Source: an optimization exercise on an open RTL-to-GDS flow (aim: small area, a short achievable clock period and few clock cycles). Production flows keep margins and buffers that such runs may drop. Function not checked in this run: the RTL went through the layout flow alone. Power figures rest on the tool's default switching activity, not on a simulated workload.

$ cat flow/design.v
`timescale 1ns / 1ps
package rlm_pkg;
    localparam int RLM_MAX_FRAMES = 256;
    localparam int SAMPLE_W = 16;
    localparam int LEVEL_W  = 7;
    localparam int SUM_W = 39;
endpackage
`timescale 1ns / 1ps
module rlm_ctrl (
    input  logic        i_clk,
    input  logic        i_rst_n,
    input  logic        i_load,
    input  logic [38:0] i_sum,
    input  logic [7:0]  i_nm1,
    input  logic        i_take,
    output logic        o_busy,
    output logic        o_ready,
    output logic [6:0]  o_level
);
    logic [5:0]  r_step;
    logic        r_busy;
    logic [39:0] r_r;
    logic [9:0]  r_c;
    wire ph_mul  = (r_step < 6'd12);
    wire ph_div  = (r_step >= 6'd12) && (r_step < 6'd26);
    wire ph_sqrt = (r_step >= 6'd26) && (r_step < 6'd33);
    wire [3:0]  w_dig = (r_step < 6'd10) ? r_r[3:0] : 4'd0;
    wire [13:0] w_t   = 14'(w_dig * 10'd625) + 14'(r_c);
    wire [7:0]  w_rem = (r_step == 6'd26) ? 8'd0 : r_r[39:32];
    wire [9:0]  w_a   = ph_div ? {1'b0, r_r[39:32], r_r[31]} : {w_rem, r_r[31:30]};
    wire [9:0]  w_b   = ph_div ? {2'b00, i_nm1} : {1'b0, r_c[6:0], 2'b00};
    wire [10:0] w_sum = {1'b0, w_a} + {1'b0, ~w_b};
    wire        w_ge  = w_sum[10];
    wire [7:0]  w_new = w_ge ? w_sum[7:0] : w_a[7:0];
    always_ff @(posedge i_clk) begin
        if (!i_rst_n) begin
            r_busy <= 1'b0;
        end else if (i_load) begin
            r_busy <= 1'b1;
        end else if (i_take) begin
            r_busy <= 1'b0;
        end
    end
    always_ff @(posedge i_clk) begin
        if (i_load) begin
            r_step <= 6'd0;
            r_r    <= {1'b0, i_sum};
            r_c    <= 10'd0;
        end else begin
            if (r_step != 6'd33) begin
                r_step <= r_step + 6'd1;
            end
            if (ph_mul) begin
                r_r <= {w_t[3:0], r_r[39:4]};
                r_c <= w_t[13:4];
            end else if (ph_div) begin
                r_r[39:32] <= w_new;
                r_r[31:18] <= {r_r[30:18], w_ge};
            end else if (ph_sqrt) begin
                r_r[39:32] <= w_new;
                r_r[31:18] <= {r_r[29:18], 2'b00};
                r_c[6:0]   <= {r_c[5:0], w_ge};
            end
        end
    end
    assign o_busy  = r_busy;
    assign o_ready = r_busy && (r_step == 6'd33);
    assign o_level = r_c[6:0];
endmodule
`timescale 1ns / 1ps
module rlm_csa (
    input  logic [14:0] y,
    input  logic        s,
    input  logic [38:0] as_,
    input  logic [38:0] ac,
    output logic [38:0] os_,
    output logic [38:0] oc
);
    wire w0 = y[0] & y[1];
    wire w1 = y[0] & y[2];
    wire w2 = y[0] & y[3];
    wire w3 = y[0] & y[4];
    wire w4 = y[0] & y[5];
    wire w5 = y[0] & y[6];
    wire w6 = y[0] & y[7];
    wire w7 = y[0] & y[8];
    wire w8 = y[0] & y[9];
    wire w9 = y[0] & y[10];
    wire w10 = y[0] & y[11];
    wire w11 = y[0] & y[12];
    wire w12 = y[0] & y[13];
    wire w13 = y[0] & y[14];
    wire w14 = y[1] & y[2];
    wire w15 = y[1] & y[3];
    wire w16 = y[1] & y[4];
    wire w17 = y[1] & y[5];
    wire w18 = y[1] & y[6];
    wire w19 = y[1] & y[7];
    wire w20 = y[1] & y[8];
    wire w21 = y[1] & y[9];
    wire w22 = y[1] & y[10];
    wire w23 = y[1] & y[11];
    wire w24 = y[1] & y[12];
    wire w25 = y[1] & y[13];
    wire w26 = y[1] & y[14];
    wire w27 = y[2] & y[3];
    wire w28 = y[2] & y[4];
    wire w29 = y[2] & y[5];
    wire w30 = y[2] & y[6];
    wire w31 = y[2] & y[7];
    wire w32 = y[2] & y[8];
    wire w33 = y[2] & y[9];
    wire w34 = y[2] & y[10];
    wire w35 = y[2] & y[11];
    wire w36 = y[2] & y[12];
    wire w37 = y[2] & y[13];
    wire w38 = y[2] & y[14];
    wire w39 = y[3] & y[4];
    wire w40 = y[3] & y[5];
    wire w41 = y[3] & y[6];
    wire w42 = y[3] & y[7];
    wire w43 = y[3] & y[8];
    wire w44 = y[3] & y[9];
    wire w45 = y[3] & y[10];
    wire w46 = y[3] & y[11];
    wire w47 = y[3] & y[12];
    wire w48 = y[3] & y[13];
    wire w49 = y[3] & y[14];
    wire w50 = y[4] & y[5];
    wire w51 = y[4] & y[6];
    wire w52 = y[4] & y[7];
    wire w53 = y[4] & y[8];
    wire w54 = y[4] & y[9];
    wire w55 = y[4] & y[10];
    wire w56 = y[4] & y[11];
    wire w57 = y[4] & y[12];
    wire w58 = y[4] & y[13];
    wire w59 = y[4] & y[14];
    wire w60 = y[5] & y[6];
    wire w61 = y[5] & y[7];
    wire w62 = y[5] & y[8];
    wire w63 = y[5] & y[9];
    wire w64 = y[5] & y[10];
    wire w65 = y[5] & y[11];
    wire w66 = y[5] & y[12];
    wire w67 = y[5] & y[13];
    wire w68 = y[5] & y[14];
    wire w69 = y[6] & y[7];
    wire w70 = y[6] & y[8];
    wire w71 = y[6] & y[9];
    wire w72 = y[6] & y[10];
    wire w73 = y[6] & y[11];
    wire w74 = y[6] & y[12];
    wire w75 = y[6] & y[13];
    wire w76 = y[6] & y[14];
    wire w77 = y[7] & y[8];
    wire w78 = y[7] & y[9];
    wire w79 = y[7] & y[10];
    wire w80 = y[7] & y[11];
    wire w81 = y[7] & y[12];
    wire w82 = y[7] & y[13];
    wire w83 = y[7] & y[14];
    wire w84 = y[8] & y[9];
    wire w85 = y[8] & y[10];
    wire w86 = y[8] & y[11];
    wire w87 = y[8] & y[12];
    wire w88 = y[8] & y[13];
    wire w89 = y[8] & y[14];
    wire w90 = y[9] & y[10];
    wire w91 = y[9] & y[11];
    wire w92 = y[9] & y[12];
    wire w93 = y[9] & y[13];
    wire w94 = y[9] & y[14];
    wire w95 = y[10] & y[11];
    wire w96 = y[10] & y[12];
    wire w97 = y[10] & y[13];
    wire w98 = y[10] & y[14];
    wire w99 = y[11] & y[12];
    wire w100 = y[11] & y[13];
    wire w101 = y[11] & y[14];
    wire w102 = y[12] & y[13];
    wire w103 = y[12] & y[14];
    wire w104 = y[13] & y[14];
    wire w105 = s & y[0];
    wire w106 = s & y[1];
    wire w107 = s & y[2];
    wire w108 = s & y[3];
    wire w109 = s & y[4];
    wire w110 = s & y[5];
    wire w111 = s & y[6];
    wire w112 = s & y[7];
    wire w113 = s & y[8];
    wire w114 = s & y[9];
    wire w115 = s & y[10];
    wire w116 = s & y[11];
    wire w117 = s & y[12];
    wire w118 = s & y[13];
    wire w119 = s & y[14];
    wire w120 = y[6] ^ w10;
    wire w121 = y[6] & w10;
    wire w122 = w11 ^ w23;
    wire w123 = w11 & w23;
    wire w124 = y[7] ^ w12 ^ w24;
    wire w125 = (y[7] & w12) | (y[7] & w24) | (w12 & w24);
    wire w126 = w35 ^ w45;
    wire w127 = w35 & w45;
    wire w128 = w13 ^ w25 ^ w36;
    wire w129 = (w13 & w25) | (w13 & w36) | (w25 & w36);
    wire w130 = w46 ^ w55;
    wire w131 = w46 & w55;
    wire w132 = y[8] ^ w26 ^ w37;
    wire w133 = (y[8] & w26) | (y[8] & w37) | (w26 & w37);
    wire w134 = w47 ^ w56;
    wire w135 = w47 & w56;
    wire w136 = w38 ^ w48;
    wire w137 = w38 & w48;
    wire w138 = y[9] ^ w49;
    wire w139 = y[9] & w49;
    wire w140 = y[3] ^ w4;
    wire w141 = y[3] & w4;
    wire w142 = w5 ^ w17;
    wire w143 = w5 & w17;
    wire w144 = y[4] ^ w6 ^ w18;
    wire w145 = (y[4] & w6) | (y[4] & w18) | (w6 & w18);
    wire w146 = w29 ^ w39;
    wire w147 = w29 & w39;
    wire w148 = w7 ^ w19 ^ w30;
    wire w149 = (w7 & w19) | (w7 & w30) | (w19 & w30);
    wire w150 = w40 ^ w113;
    wire w151 = w40 & w113;
    wire w152 = y[5] ^ w8 ^ w20;
    wire w153 = (y[5] & w8) | (y[5] & w20) | (w8 & w20);
    wire w154 = w31 ^ w41 ^ w50;
    wire w155 = (w31 & w41) | (w31 & w50) | (w41 & w50);
    wire w156 = w114 ^ as_[10];
    wire w157 = w114 & as_[10];
    wire w158 = w9 ^ w21 ^ w32;
    wire w159 = (w9 & w21) | (w9 & w32) | (w21 & w32);
    wire w160 = w42 ^ w51 ^ w115;
    wire w161 = (w42 & w51) | (w42 & w115) | (w51 & w115);
    wire w162 = as_[11] ^ ac[11];
    wire w163 = as_[11] & ac[11];
    wire w164 = w22 ^ w33 ^ w43;
    wire w165 = (w22 & w33) | (w22 & w43) | (w33 & w43);
    wire w166 = w52 ^ w60 ^ w116;
    wire w167 = (w52 & w60) | (w52 & w116) | (w60 & w116);
    wire w168 = as_[12] ^ ac[12] ^ w120;
    wire w169 = (as_[12] & ac[12]) | (as_[12] & w120) | (ac[12] & w120);
    wire w170 = w34 ^ w44 ^ w53;
    wire w171 = (w34 & w44) | (w34 & w53) | (w44 & w53);
    wire w172 = w61 ^ w117 ^ as_[13];
    wire w173 = (w61 & w117) | (w61 & as_[13]) | (w117 & as_[13]);
    wire w174 = ac[13] ^ w121 ^ w122;
    wire w175 = (ac[13] & w121) | (ac[13] & w122) | (w121 & w122);
    wire w176 = w54 ^ w62 ^ w69;
    wire w177 = (w54 & w62) | (w54 & w69) | (w62 & w69);
    wire w178 = w118 ^ as_[14] ^ ac[14];
    wire w179 = (w118 & as_[14]) | (w118 & ac[14]) | (as_[14] & ac[14]);
    wire w180 = w123 ^ w126 ^ w124;
    wire w181 = (w123 & w126) | (w123 & w124) | (w126 & w124);
    wire w182 = w63 ^ w70 ^ w119;
    wire w183 = (w63 & w70) | (w63 & w119) | (w70 & w119);
    wire w184 = as_[15] ^ ac[15] ^ w127;
    wire w185 = (as_[15] & ac[15]) | (as_[15] & w127) | (ac[15] & w127);
    wire w186 = w130 ^ w125 ^ w128;
    wire w187 = (w130 & w125) | (w130 & w128) | (w125 & w128);
    wire w188 = w64 ^ w71 ^ w77;
    wire w189 = (w64 & w71) | (w64 & w77) | (w71 & w77);
    wire w190 = as_[16] ^ ac[16] ^ w131;
    wire w191 = (as_[16] & ac[16]) | (as_[16] & w131) | (ac[16] & w131);
    wire w192 = w134 ^ w129 ^ w132;
    wire w193 = (w134 & w129) | (w134 & w132) | (w129 & w132);
    wire w194 = w57 ^ w65 ^ w72;
    wire w195 = (w57 & w65) | (w57 & w72) | (w65 & w72);
    wire w196 = w78 ^ as_[17] ^ ac[17];
    wire w197 = (w78 & as_[17]) | (w78 & ac[17]) | (as_[17] & ac[17]);
    wire w198 = w135 ^ w136 ^ w133;
    wire w199 = (w135 & w136) | (w135 & w133) | (w136 & w133);
    wire w200 = w58 ^ w66 ^ w73;
    wire w201 = (w58 & w66) | (w58 & w73) | (w66 & w73);
    wire w202 = w79 ^ w84 ^ as_[18];
    wire w203 = (w79 & w84) | (w79 & as_[18]) | (w84 & as_[18]);
    wire w204 = ac[18] ^ w137 ^ w138;
    wire w205 = (ac[18] & w137) | (ac[18] & w138) | (w137 & w138);
    wire w206 = w59 ^ w67 ^ w74;
    wire w207 = (w59 & w67) | (w59 & w74) | (w67 & w74);
    wire w208 = w80 ^ w85 ^ as_[19];
    wire w209 = (w80 & w85) | (w80 & as_[19]) | (w85 & as_[19]);
    wire w210 = ac[19] ^ w139;
    wire w211 = ac[19] & w139;
    wire w212 = y[10] ^ w68 ^ w75;
    wire w213 = (y[10] & w68) | (y[10] & w75) | (w68 & w75);
    wire w214 = w81 ^ w86 ^ w90;
    wire w215 = (w81 & w86) | (w81 & w90) | (w86 & w90);
    wire w216 = as_[20] ^ ac[20];
    wire w217 = as_[20] & ac[20];
    wire w218 = w76 ^ w82 ^ w87;
    wire w219 = (w76 & w82) | (w76 & w87) | (w82 & w87);
    wire w220 = w91 ^ as_[21];
    wire w221 = w91 & as_[21];
    wire w222 = y[11] ^ w83 ^ w88;
    wire w223 = (y[11] & w83) | (y[11] & w88) | (w83 & w88);
    wire w224 = w92 ^ w95;
    wire w225 = w92 & w95;
    wire w226 = w89 ^ w93;
    wire w227 = w89 & w93;
    wire w228 = y[12] ^ w94;
    wire w229 = y[12] & w94;
    wire w230 = y[1] ^ w0;
    wire w231 = y[1] & w0;
    wire w232 = w1 ^ w107;
    wire w233 = w1 & w107;
    wire w234 = y[2] ^ w2 ^ w14;
    wire w235 = (y[2] & w2) | (y[2] & w14) | (w2 & w14);
    wire w236 = w108 ^ as_[4];
    wire w237 = w108 & as_[4];
    wire w238 = w3 ^ w15 ^ w109;
    wire w239 = (w3 & w15) | (w3 & w109) | (w15 & w109);
    wire w240 = as_[5] ^ ac[5];
    wire w241 = as_[5] & ac[5];
    wire w242 = w16 ^ w27 ^ w110;
    wire w243 = (w16 & w27) | (w16 & w110) | (w27 & w110);
    wire w244 = as_[6] ^ ac[6] ^ w140;
    wire w245 = (as_[6] & ac[6]) | (as_[6] & w140) | (ac[6] & w140);
    wire w246 = w28 ^ w111 ^ as_[7];
    wire w247 = (w28 & w111) | (w28 & as_[7]) | (w111 & as_[7]);
    wire w248 = ac[7] ^ w141 ^ w142;
    wire w249 = (ac[7] & w141) | (ac[7] & w142) | (w141 & w142);
    wire w250 = w112 ^ as_[8] ^ ac[8];
    wire w251 = (w112 & as_[8]) | (w112 & ac[8]) | (as_[8] & ac[8]);
    wire w252 = w143 ^ w146 ^ w144;
    wire w253 = (w143 & w146) | (w143 & w144) | (w146 & w144);
    wire w254 = as_[9] ^ ac[9] ^ w147;
    wire w255 = (as_[9] & ac[9]) | (as_[9] & w147) | (ac[9] & w147);
    wire w256 = w150 ^ w145 ^ w148;
    wire w257 = (w150 & w145) | (w150 & w148) | (w145 & w148);
    wire w258 = ac[10] ^ w151 ^ w156;
    wire w259 = (ac[10] & w151) | (ac[10] & w156) | (w151 & w156);
    wire w260 = w149 ^ w152 ^ w154;
    wire w261 = (w149 & w152) | (w149 & w154) | (w152 & w154);
    wire w262 = w157 ^ w162 ^ w153;
    wire w263 = (w157 & w162) | (w157 & w153) | (w162 & w153);
    wire w264 = w155 ^ w158 ^ w160;
    wire w265 = (w155 & w158) | (w155 & w160) | (w158 & w160);
    wire w266 = w163 ^ w159 ^ w161;
    wire w267 = (w163 & w159) | (w163 & w161) | (w159 & w161);
    wire w268 = w164 ^ w166 ^ w168;
    wire w269 = (w164 & w166) | (w164 & w168) | (w166 & w168);
    wire w270 = w165 ^ w167 ^ w170;
    wire w271 = (w165 & w167) | (w165 & w170) | (w167 & w170);
    wire w272 = w172 ^ w169 ^ w174;
    wire w273 = (w172 & w169) | (w172 & w174) | (w169 & w174);
    wire w274 = w171 ^ w173 ^ w176;
    wire w275 = (w171 & w173) | (w171 & w176) | (w173 & w176);
    wire w276 = w178 ^ w175 ^ w180;
    wire w277 = (w178 & w175) | (w178 & w180) | (w175 & w180);
    wire w278 = w177 ^ w179 ^ w182;
    wire w279 = (w177 & w179) | (w177 & w182) | (w179 & w182);
    wire w280 = w184 ^ w181 ^ w186;
    wire w281 = (w184 & w181) | (w184 & w186) | (w181 & w186);
    wire w282 = w183 ^ w188 ^ w185;
    wire w283 = (w183 & w188) | (w183 & w185) | (w188 & w185);
    wire w284 = w190 ^ w187 ^ w192;
    wire w285 = (w190 & w187) | (w190 & w192) | (w187 & w192);
    wire w286 = w189 ^ w194 ^ w196;
    wire w287 = (w189 & w194) | (w189 & w196) | (w194 & w196);
    wire w288 = w191 ^ w193 ^ w198;
    wire w289 = (w191 & w193) | (w191 & w198) | (w193 & w198);
    wire w290 = w195 ^ w197 ^ w200;
    wire w291 = (w195 & w197) | (w195 & w200) | (w197 & w200);
    wire w292 = w202 ^ w204 ^ w199;
    wire w293 = (w202 & w204) | (w202 & w199) | (w204 & w199);
    wire w294 = w201 ^ w203 ^ w206;
    wire w295 = (w201 & w203) | (w201 & w206) | (w203 & w206);
    wire w296 = w208 ^ w210 ^ w205;
    wire w297 = (w208 & w210) | (w208 & w205) | (w210 & w205);
    wire w298 = w216 ^ w207 ^ w209;
    wire w299 = (w216 & w207) | (w216 & w209) | (w207 & w209);
    wire w300 = w211 ^ w212 ^ w214;
    wire w301 = (w211 & w212) | (w211 & w214) | (w212 & w214);
    wire w302 = ac[21] ^ w217 ^ w220;
    wire w303 = (ac[21] & w217) | (ac[21] & w220) | (w217 & w220);
    wire w304 = w213 ^ w215 ^ w218;
    wire w305 = (w213 & w215) | (w213 & w218) | (w215 & w218);
    wire w306 = as_[22] ^ ac[22] ^ w221;
    wire w307 = (as_[22] & ac[22]) | (as_[22] & w221) | (ac[22] & w221);
    wire w308 = w224 ^ w219 ^ w222;
    wire w309 = (w224 & w219) | (w224 & w222) | (w219 & w222);
    wire w310 = w96 ^ as_[23] ^ ac[23];
    wire w311 = (w96 & as_[23]) | (w96 & ac[23]) | (as_[23] & ac[23]);
    wire w312 = w225 ^ w226 ^ w223;
    wire w313 = (w225 & w226) | (w225 & w223) | (w226 & w223);
    wire w314 = w97 ^ w99 ^ as_[24];
    wire w315 = (w97 & w99) | (w97 & as_[24]) | (w99 & as_[24]);
    wire w316 = ac[24] ^ w227 ^ w228;
    wire w317 = (ac[24] & w227) | (ac[24] & w228) | (w227 & w228);
    wire w318 = w98 ^ w100 ^ as_[25];
    wire w319 = (w98 & w100) | (w98 & as_[25]) | (w100 & as_[25]);
    wire w320 = ac[25] ^ w229;
    wire w321 = ac[25] & w229;
    wire w322 = y[13] ^ w101 ^ w102;
    wire w323 = (y[13] & w101) | (y[13] & w102) | (w101 & w102);
    wire w324 = as_[26] ^ ac[26];
    wire w325 = as_[26] & ac[26];
    wire w326 = w103 ^ as_[27];
    wire w327 = w103 & as_[27];
    wire w328 = y[14] ^ w104;
    wire w329 = y[14] & w104;
    wire w330 = y[0] ^ s;
    wire w331 = y[0] & s;
    wire w332 = w105 ^ as_[1];
    wire w333 = w105 & as_[1];
    wire w334 = w106 ^ as_[2] ^ ac[2];
    wire w335 = (w106 & as_[2]) | (w106 & ac[2]) | (as_[2] & ac[2]);
    wire w336 = as_[3] ^ ac[3] ^ w231;
    wire w337 = (as_[3] & ac[3]) | (as_[3] & w231) | (ac[3] & w231);
    wire w338 = ac[4] ^ w233 ^ w236;
    wire w339 = (ac[4] & w233) | (ac[4] & w236) | (w233 & w236);
    wire w340 = w237 ^ w240 ^ w235;
    wire w341 = (w237 & w240) | (w237 & w235) | (w240 & w235);
    wire w342 = w241 ^ w239 ^ w242;
    wire w343 = (w241 & w239) | (w241 & w242) | (w239 & w242);
    wire w344 = w243 ^ w246 ^ w245;
    wire w345 = (w243 & w246) | (w243 & w245) | (w246 & w245);
    wire w346 = w247 ^ w250 ^ w249;
    wire w347 = (w247 & w250) | (w247 & w249) | (w250 & w249);
    wire w348 = w251 ^ w254 ^ w253;
    wire w349 = (w251 & w254) | (w251 & w253) | (w254 & w253);
    wire w350 = w255 ^ w258 ^ w257;
    wire w351 = (w255 & w258) | (w255 & w257) | (w258 & w257);
    wire w352 = w259 ^ w261 ^ w262;
    wire w353 = (w259 & w261) | (w259 & w262) | (w261 & w262);
    wire w354 = w263 ^ w265 ^ w266;
    wire w355 = (w263 & w265) | (w263 & w266) | (w265 & w266);
    wire w356 = w267 ^ w270 ^ w269;
    wire w357 = (w267 & w270) | (w267 & w269) | (w270 & w269);
    wire w358 = w271 ^ w274 ^ w273;
    wire w359 = (w271 & w274) | (w271 & w273) | (w274 & w273);
    wire w360 = w275 ^ w278 ^ w277;
    wire w361 = (w275 & w278) | (w275 & w277) | (w278 & w277);
    wire w362 = w279 ^ w282 ^ w281;
    wire w363 = (w279 & w282) | (w279 & w281) | (w282 & w281);
    wire w364 = w286 ^ w283 ^ w285;
    wire w365 = (w286 & w283) | (w286 & w285) | (w283 & w285);
    wire w366 = w287 ^ w290 ^ w289;
    wire w367 = (w287 & w290) | (w287 & w289) | (w290 & w289);
    wire w368 = w291 ^ w294 ^ w293;
    wire w369 = (w291 & w294) | (w291 & w293) | (w294 & w293);
    wire w370 = w295 ^ w298 ^ w300;
    wire w371 = (w295 & w298) | (w295 & w300) | (w298 & w300);
    wire w372 = w302 ^ w299 ^ w301;
    wire w373 = (w302 & w299) | (w302 & w301) | (w299 & w301);
    wire w374 = w303 ^ w306 ^ w305;
    wire w375 = (w303 & w306) | (w303 & w305) | (w306 & w305);
    wire w376 = w310 ^ w307 ^ w309;
    wire w377 = (w310 & w307) | (w310 & w309) | (w307 & w309);
    wire w378 = w311 ^ w314 ^ w316;
    wire w379 = (w311 & w314) | (w311 & w316) | (w314 & w316);
    wire w380 = w315 ^ w318 ^ w320;
    wire w381 = (w315 & w318) | (w315 & w320) | (w318 & w320);
    wire w382 = w324 ^ w319 ^ w321;
    wire w383 = (w324 & w319) | (w324 & w321) | (w319 & w321);
    wire w384 = ac[27] ^ w325 ^ w326;
    wire w385 = (ac[27] & w325) | (ac[27] & w326) | (w325 & w326);
    wire w386 = as_[28] ^ ac[28] ^ w327;
    wire w387 = (as_[28] & ac[28]) | (as_[28] & w327) | (ac[28] & w327);
    wire w388 = as_[29] ^ ac[29];
    wire w389 = as_[29] & ac[29];
    wire w390 = as_[0] ^ ac[0];
    wire w391 = as_[0] & ac[0];
    wire w392 = ac[1] ^ w331 ^ w332;
    wire w393 = (ac[1] & w331) | (ac[1] & w332) | (w331 & w332);
    wire w394 = w333 ^ w230 ^ w334;
    wire w395 = (w333 & w230) | (w333 & w334) | (w230 & w334);
    wire w396 = w232 ^ w335 ^ w336;
    wire w397 = (w232 & w335) | (w232 & w336) | (w335 & w336);
    wire w398 = w234 ^ w337 ^ w338;
    wire w399 = (w234 & w337) | (w234 & w338) | (w337 & w338);
    wire w400 = w238 ^ w339 ^ w340;
    wire w401 = (w238 & w339) | (w238 & w340) | (w339 & w340);
    wire w402 = w244 ^ w341 ^ w342;
    wire w403 = (w244 & w341) | (w244 & w342) | (w341 & w342);
    wire w404 = w248 ^ w343 ^ w344;
    wire w405 = (w248 & w343) | (w248 & w344) | (w343 & w344);
    wire w406 = w252 ^ w345 ^ w346;
    wire w407 = (w252 & w345) | (w252 & w346) | (w345 & w346);
    wire w408 = w256 ^ w347 ^ w348;
    wire w409 = (w256 & w347) | (w256 & w348) | (w347 & w348);
    wire w410 = w260 ^ w349 ^ w350;
    wire w411 = (w260 & w349) | (w260 & w350) | (w349 & w350);
    wire w412 = w264 ^ w351 ^ w352;
    wire w413 = (w264 & w351) | (w264 & w352) | (w351 & w352);
    wire w414 = w268 ^ w353 ^ w354;
    wire w415 = (w268 & w353) | (w268 & w354) | (w353 & w354);
    wire w416 = w272 ^ w355 ^ w356;
    wire w417 = (w272 & w355) | (w272 & w356) | (w355 & w356);
    wire w418 = w276 ^ w357 ^ w358;
    wire w419 = (w276 & w357) | (w276 & w358) | (w357 & w358);
    wire w420 = w280 ^ w359 ^ w360;
    wire w421 = (w280 & w359) | (w280 & w360) | (w359 & w360);
    wire w422 = w284 ^ w361 ^ w362;
    wire w423 = (w284 & w361) | (w284 & w362) | (w361 & w362);
    wire w424 = w288 ^ w363 ^ w364;
    wire w425 = (w288 & w363) | (w288 & w364) | (w363 & w364);
    wire w426 = w292 ^ w365 ^ w366;
    wire w427 = (w292 & w365) | (w292 & w366) | (w365 & w366);
    wire w428 = w296 ^ w367 ^ w368;
    wire w429 = (w296 & w367) | (w296 & w368) | (w367 & w368);
    wire w430 = w297 ^ w370 ^ w369;
    wire w431 = (w297 & w370) | (w297 & w369) | (w370 & w369);
    wire w432 = w304 ^ w371 ^ w372;
    wire w433 = (w304 & w371) | (w304 & w372) | (w371 & w372);
    wire w434 = w308 ^ w373 ^ w374;
    wire w435 = (w308 & w373) | (w308 & w374) | (w373 & w374);
    wire w436 = w312 ^ w375 ^ w376;
    wire w437 = (w312 & w375) | (w312 & w376) | (w375 & w376);
    wire w438 = w313 ^ w378 ^ w377;
    wire w439 = (w313 & w378) | (w313 & w377) | (w378 & w377);
    wire w440 = w317 ^ w380 ^ w379;
    wire w441 = (w317 & w380) | (w317 & w379) | (w380 & w379);
    wire w442 = w322 ^ w381 ^ w382;
    wire w443 = (w322 & w381) | (w322 & w382) | (w381 & w382);
    wire w444 = w323 ^ w384 ^ w383;
    wire w445 = (w323 & w384) | (w323 & w383) | (w384 & w383);
    wire w446 = w328 ^ w385 ^ w386;
    wire w447 = (w328 & w385) | (w328 & w386) | (w385 & w386);
    wire w448 = w329 ^ w388 ^ w387;
    wire w449 = (w329 & w388) | (w329 & w387) | (w388 & w387);
    wire w450 = as_[30] ^ ac[30] ^ w389;
    wire w451 = (as_[30] & ac[30]) | (as_[30] & w389) | (ac[30] & w389);
    wire w452 = as_[31] ^ ac[31];
    wire w453 = as_[31] & ac[31];
    wire w454 = as_[32] ^ ac[32];
    wire w455 = as_[32] & ac[32];
    wire w456 = as_[33] ^ ac[33];
    wire w457 = as_[33] & ac[33];
    wire w458 = as_[34] ^ ac[34];
    wire w459 = as_[34] & ac[34];
    wire w460 = as_[35] ^ ac[35];
    wire w461 = as_[35] & ac[35];
    wire w462 = as_[36] ^ ac[36];
    wire w463 = as_[36] & ac[36];
    wire w464 = as_[37] ^ ac[37];
    wire w465 = as_[37] & ac[37];
    wire w466 = as_[38] ^ ac[38];
    wire w467 = as_[38] & ac[38];
    assign os_[0] = w390;
    assign oc[0] = w330;
    assign os_[1] = w391;
    assign oc[1] = w392;
    assign os_[2] = w393;
    assign oc[2] = w394;
    assign os_[3] = w395;
    assign oc[3] = w396;
    assign os_[4] = w397;
    assign oc[4] = w398;
    assign os_[5] = w399;
    assign oc[5] = w400;
    assign os_[6] = w401;
    assign oc[6] = w402;
    assign os_[7] = w403;
    assign oc[7] = w404;
    assign os_[8] = w405;
    assign oc[8] = w406;
    assign os_[9] = w407;
    assign oc[9] = w408;
    assign os_[10] = w409;
    assign oc[10] = w410;
    assign os_[11] = w411;
    assign oc[11] = w412;
    assign os_[12] = w413;
    assign oc[12] = w414;
    assign os_[13] = w415;
    assign oc[13] = w416;
    assign os_[14] = w417;
    assign oc[14] = w418;
    assign os_[15] = w419;
    assign oc[15] = w420;
    assign os_[16] = w421;
    assign oc[16] = w422;
    assign os_[17] = w423;
    assign oc[17] = w424;
    assign os_[18] = w425;
    assign oc[18] = w426;
    assign os_[19] = w427;
    assign oc[19] = w428;
    assign os_[20] = w429;
    assign oc[20] = w430;
    assign os_[21] = w431;
    assign oc[21] = w432;
    assign os_[22] = w433;
    assign oc[22] = w434;
    assign os_[23] = w435;
    assign oc[23] = w436;
    assign os_[24] = w437;
    assign oc[24] = w438;
    assign os_[25] = w439;
    assign oc[25] = w440;
    assign os_[26] = w441;
    assign oc[26] = w442;
    assign os_[27] = w443;
    assign oc[27] = w444;
    assign os_[28] = w445;
    assign oc[28] = w446;
    assign os_[29] = w447;
    assign oc[29] = w448;
    assign os_[30] = w449;
    assign oc[30] = w450;
    assign os_[31] = w451;
    assign oc[31] = w452;
    assign os_[32] = w453;
    assign oc[32] = w454;
    assign os_[33] = w455;
    assign oc[33] = w456;
    assign os_[34] = w457;
    assign oc[34] = w458;
    assign os_[35] = w459;
    assign oc[35] = w460;
    assign os_[36] = w461;
    assign oc[36] = w462;
    assign os_[37] = w463;
    assign oc[37] = w464;
    assign os_[38] = w465;
    assign oc[38] = w466;
endmodule
`timescale 1ns / 1ps
module rms_level_meter_peak_hold #(
    parameter int MAX_FRAMES = rlm_pkg::RLM_MAX_FRAMES
) (
    input  logic                                i_clk,
    input  logic                                i_rst_n,
    input  logic                                i_in_valid,
    output logic                                o_in_ready,
    input  logic signed [rlm_pkg::SAMPLE_W-1:0] i_sample,
    input  logic                                i_last_sample,
    output logic                                o_out_valid,
    input  logic                                i_out_ready,
    output logic [rlm_pkg::LEVEL_W-1:0]         o_level,
    output logic [rlm_pkg::LEVEL_W-1:0]         o_peak_level
);
    localparam int SW = rlm_pkg::SUM_W;
    logic          r_rdy;      
    logic [7:0]    r_cnt;      
    logic [7:0]    r_ncap;     
    logic [14:0]   r_y;        
    logic          r_s;        
    logic          r_cl;       
    logic          r_done;     
    logic          r_clr;      
    logic [SW-1:0] r_as;
    logic [SW-1:0] r_ac;
    logic          r_ov;
    logic [6:0]    r_lvl;
    logic [6:0]    r_pk;
    wire       w_busy;
    wire       w_ready;
    wire [6:0] w_level;
    wire w_take_in = i_in_valid & r_rdy & i_rst_n;
    wire w_closing = i_last_sample | (&r_cnt);
    wire w_close   = w_take_in & w_closing;
    wire w_xfer    = r_done & ~w_busy;
    wire w_block   = r_cl | r_done | w_busy;
    wire w_ncap_ld = (w_close & ~w_block) | (w_xfer & ~r_rdy & ~r_cl);
    wire w_take    = w_ready & ~r_ov;
    always_ff @(posedge i_clk) begin
        if (!i_rst_n) begin
            r_rdy  <= 1'b1;
            r_cnt  <= 8'd0;
            r_cl   <= 1'b0;
            r_done <= 1'b0;
        end else begin
            if (r_rdy) begin
                r_rdy <= ~(w_close & w_block);
            end else begin
                r_rdy <= w_xfer & ~r_cl;
            end
            if (w_ncap_ld) begin
                r_cnt <= 8'd0;
            end else if (w_take_in & ~w_closing) begin
                r_cnt <= r_cnt + 8'd1;
            end
            r_cl   <= w_close;
            r_done <= r_cl | (r_done & ~w_xfer);
        end
    end
    always_ff @(posedge i_clk) begin
        if (w_ncap_ld) begin
            r_ncap <= r_cnt;
        end
    end
    always_ff @(posedge i_clk) begin
        r_y   <= w_take_in ? (i_sample[14:0] ^ {15{i_sample[15]}}) : 15'd0;
        r_s   <= w_take_in & i_sample[15];
        r_clr <= ~i_rst_n;
    end
    wire          w_keep = ~(w_xfer | r_clr);
    wire [SW-1:0] w_as;
    wire [SW-1:0] w_ac;
    rlm_csa u_csa (
        .y   (r_y),
        .s   (r_s),
        .as_ (r_as & {SW{w_keep}}),
        .ac  (r_ac & {SW{w_keep}}),
        .os_ (w_as),
        .oc  (w_ac)
    );
    always_ff @(posedge i_clk) begin
        r_as <= w_as;
        r_ac <= w_ac;
    end
    wire [SW-1:0] w_sum = r_as + r_ac;
    rlm_ctrl u_lvl (
        .i_clk   (i_clk),
        .i_rst_n (i_rst_n),
        .i_load  (w_xfer),
        .i_sum   (w_sum),
        .i_nm1   (r_ncap),
        .i_take  (w_take),
        .o_busy  (w_busy),
        .o_ready (w_ready),
        .o_level (w_level)
    );
    always_ff @(posedge i_clk) begin
        if (!i_rst_n) begin
            r_ov <= 1'b0;
            r_pk <= 7'd0;
        end else begin
            if (w_take) begin
                r_ov <= 1'b1;
                if (w_level > r_pk) begin
                    r_pk <= w_level;
                end
            end else if (i_out_ready) begin
                r_ov <= 1'b0;
            end
        end
    end
    always_ff @(posedge i_clk) begin
        if (w_take) begin
            r_lvl <= w_level;
        end
    end
    assign o_in_ready   = r_rdy;
    assign o_out_valid  = r_ov;
    assign o_level      = r_lvl;
    assign o_peak_level = r_pk;
endmodule
$ cat flow/run.sh
#!/bin/bash
# synth_recipe.tcl (not shown) runs the flow's synth.tcl, then flattens the netlist and writes it again
# the make line also repeats each setting of config.mk as NAME=value (left out here)
make -C /OpenROAD-flow-scripts/flow DESIGN_CONFIG=/design/flow/config.mk WORK_HOME=/design/flow/orfs CLKGATE_MAP_FILE= SYNTH_SCRIPT=/design/flow/synth_recipe.tcl finish
$ cat flow/config.mk
export PLATFORM = sky130hd
export DESIGN_NAME = rms_level_meter_peak_hold
export DESIGN_NICKNAME = rms_level_meter_peak_hold
export VERILOG_FILES = /design/flow/design.v
export SDC_FILE = /design/flow/constraint.sdc
export NUM_CORES = 4
export LEC_CHECK = 0
export ABC_CLOCK_PERIOD_IN_PS = 3000
export CAP_MARGIN = 20
export CORE_MARGIN = 2
export CORE_UTILIZATION = 40
export SLEW_MARGIN = 20
$ cat flow/constraint.sdc
create_clock -name core_clock -period 10.0 [get_ports {i_clk}]
set_input_delay 2.0000 -clock core_clock [delete_from_list [all_inputs] [get_ports {i_clk}]]
set_output_delay 2.0000 -clock core_clock [all_outputs]
set_load 0.01 [all_outputs]
==> summary.md <==
| Metric | Value |
|---|---|
| Layout Nets | `1,813` |
| Max_cap viols | `0` |
| First-pass GRT wire length | `52,140 µm` |
| Die footprint | `0.03798 mm²` |
| Post-synth EDFFs | `54` |
| Iter 0 DRT Violations | `472` |
| Critical path type | `in -> reg` |
| Post-route setup TNS | `0 ns` |
| Final period util | `0.4550` |
| Slowest cell delay on critical path | `0.59 ns` |
| PortBufs | `36` |
| Area delta synth->final | `9.504%` |
| Crit path DAT | `4.88 ns` |
| Count of cell types in the netlist | `70` |
| Core area | `roughly 0.036 mm²` |
| Fmax | `219.8 MHz` |
| CTS tree | `done` |
| P_int | `2.130 mW` |
| Final Hold Viols | `0` |
| Wirelength per Cell | `15.04 µm` |
| Clock slew at reported path FFs | `0.08 ns` |
| Top cell by count, worst path | `nand2b_1` |
| Seq cells post-synth | `186` |
| GRT Total Usage | `0.1684` |
| H-Tree Depth | `4` |
| Comb power frac | `0.486` |
| Top cells by area, synth | `fa_1 (19%), dfxtp_1 (18%), edfxtp_1 (11%), ha_1 (10%), and2_1 (6.4%)` |
| Setup Fix Bufs, Post-CTS | `0` |
| Post-Syn Area | `0.01457 mm²` |
| Number of global-route vias before repair | `10,610` |
| Clk sinks | `186` |
| Largest fanout on the critical path | `18` |
| Clk latency of the worst-skew pair | `between 0.4 and 0.5 ns` |
| Post-Layout Cell Count | `2,005` |
| Clock share of power | `0.195` |
| Post-Syn Instances | `1,532` |
| Clk_skew | `~0.02 ns` |
| Net Switching | `1.503 mW` |
| Vias per cell | `5.086` |
| Post-DRT Antenna Nets | `0` |
| IO Count | `37` |
| Layout cells sized above 1 | `0.04016` |
| RSZ-0062 raised after global routing | `false` |
| Power density over the cells | `227.7 mW/mm²` |
| Diodes inserted | `0` |
| Design Area, Final | `0.01596 mm²` |
| Maximum root-to-sink buffer count | `2` |
| Crit start category | `primary input` |
| Status | `timing/DRC/antenna clean` |
| Largest net degree at the start of global routing | `77` |
| Crit path cell chain | `clkdlybuf4s50_1 > nand3_1 > nand2b_1 > mux2_2 > nor3_2 > nand2b_1 > nor2_1` |
| Tightest Pin Transition | `~0.9 ns` |
| Clk root buf | `clkbuf_16` |
| Top post-synthesis cells by count | `inv_1 (197), and2_1 (149), fa_1 (139)` |
| Total iterations of the first detailed-routing run | `5` |
| DRC viols | `0` |
| Hold buffer count at CTS | `0` |
| Worst hold-check path type | `reg -> reg` |
| Initial core utilization | `0.4078` |
| Cts repair resizes | `0` |
| Net Count, Synth | `1,814` |
| Critical Path End Type | `flop` |
| Final setup vio count | `0` |
| Slew Limit Fails | `0` |
| Cells after DPL | `between 1,500 and 2,000` |
| Die width | `between 150 and 200 µm` |
| Antenna violations before repair | `0` |
| Die height | `194.9 µm` |
| Via Count | `10,200` |
| Leakage power | `7.451 nW` |
| Global route total overflow | `0` |
| Cell Area, Placed | `0.01532 mm²` |
| Top FF cell, synth | `dfxtp_1` |
| Rel. slew slack | `0.4106` |
| Post-synth ARST share | `0` |
| Detailed placer's ending HPWL | `23,040 µm` |
| Final GP Congestion | `0.8231` |
| WL final | `30,160 µm` |
| Mapped Avg Cell Area | `9.513 µm²` |
| Crit path time final | `approximately 4.5 ns` |
| Yosys top cell by area | `fa_1` |
| VDD IR max | `156.2 µV` |
| Synth Warn # | `2` |
| Req. time, crit path | `10.33 ns` |
| Seq/Total Area, Yosys | `0.2926` |
| Synth top area share | `0.1909` |
| Rows | `69` |
| TritonCTS Buffers | `17` |
| Part of the power in registers | `0.319` |
| CP max-delay cell | `nand3_1` |
| Top-count cell post-synth | `inv_1` |
| Sw Share | `0.4137` |
==> layer usage <==
metal / part of all wire / global-route usage / routed length [µm] / vias up
li1: - / - / - / 5039
met1: 0.47 / 0.2142 / 14110 / 5008
met2: 0.49 / 0.2974 / 14690 / 116
met3: 0.027 / 0.02776 / 808 / 34
met4: 0.018 / 0.04269 / 548 / 0
met5: 0 / 0 / 0 / -
==> logic make-up after synthesis <==
kind of cell             after synthesis  synth area share
buffers and inverters                259           0.06808
multiplexers                          22           0.01537
XOR/XNOR                              77           0.04627
adder cells (fa/ha/maj)              261            0.2957
AND/OR/NAND/NOR                      459            0.1594
AO/OA/AOI/OAI                        268            0.1226
flip-flops                           186            0.2926
==> worst max-delay path, delay by kind of cell <==
family	cells	cell delay (ns)
buffers and inverters	1	0.57
AND/OR/NAND/NOR	5	2.02
multiplexers	1	0.29
==> state kept, by name, summed over array words and instances (netlist names) <==
register and cells:
r_s 1, r_cl 1, r_lvl 7, r_pk 7, r_rdy 1, r_ac 39, r_ov 1, u_lvl.r_c 10
u_lvl.r_busy 1, r_clr 1, r_y 15, r_done 1, u_lvl.r_step 6, r_ncap 8, r_cnt 8, u_lvl.r_r 40
r_as 39
==> power groups by stage <==
stage                     Sequential [mW]  Clock [mW]  Combinational, mW
final                                1.16       0.710               1.76
after global routing                 1.18       0.755               2.02
after CTS                            1.16       0.731               1.78
after detailed placement             1.18           0               1.77
after global placement               1.17           0               1.74
after floorplan                      1.10           0               1.48
==> stage by stage <==
stage               setup slack (ns)  power (mW)  utilization  hold slack, ns
floorplan                      6.080       2.580            -          0.4439
global placement               4.782       2.914       0.4288          0.4647
detailed placement             4.602       2.943       0.4288          0.4747
CTS                            5.075       3.672       0.4464          0.4880
global route                   5.212       3.962       0.4465          0.5103
finish                         5.451       3.634       0.4465          0.4881
==> final timing paths <==
kind	startpoint	to	slack, ns	cells past startpoint
worst max-delay path	i_rst_n	r_cnt[0]	5.45	7
worst min register to register	u_lvl.r_c[7]	u_lvl.r_c[7]	0.49	2
worst min-delay path	u_lvl.r_c[7]	u_lvl.r_c[7]	0.49	2
worst max register to register	u_lvl.r_step[1]	u_lvl.r_c[6]	5.47	18
==> placed cells by master (no fill, tap or decap), drive strengths merged, types with 7 or more instances in the layout <==
master,Yosys,final
inv,198,206
and3,9,9
fa,139,139
a21o,33,33
edfxtp,54,54
a221o,11,11
a31oi,7,7
ha,122,122
xor2,26,26
mux2i,19,19
o21ai,59,59
o21a,7,7
clkinv,0,7
nand4,9,9
clkbuf,48,17
nand2b,10,10
a221oi,7,7
nor2b,14,14
and2,151,151
nor3,16,16
clkdlybuf4s50,0,36
a211oi,8,8
nor2,79,79
xnor2,51,51
dfxtp,132,132
nand2,138,138
nand3,19,19
a21oi,83,83
==> layout make-up <==
type | count | area (µm²)
Clock buffer | 17 | 425.4
Inverter | 198 | 743.2
Multi-Input combinational cell | 1087 | 9348
Tap cell | 461 | 576.8
Sequential cell | 186 | 4264
Fill cell | 3530 | 19780
Clock inverter | 15 | 203.9
Timing Repair Buffer | 41 | 397.9

[what the ideal ports hide]
The results above use ideal ports. As a check the final layout listed here was re-extracted and re-timed, cells and wires unchanged.
Step 1: set_driving_cell puts a clkbuf_16 on i_clk and a buf_2 on each other input, an assumption about the parent block.
Step 2 times the ports against the registers' clock, not the clock port: input delays grow and output delays shrink by t, the midpoint of the rising clock arrivals with the driver on.
a / b / c = no drivers / after step 1 / after step 2; a / b = the first two.
t, ns: 0.496
setup slack, ns: 5.451 / 5.466 / 4.985
hold WS [ns]: 0.488 / 0.488 / 0.488
worst slew at a driven data input, ns: 0.04
After both steps setup and hold are still met in this run. For this run, drivers alone change the setup slack by +0.015 ns; drivers and shift together by -0.466 ns.
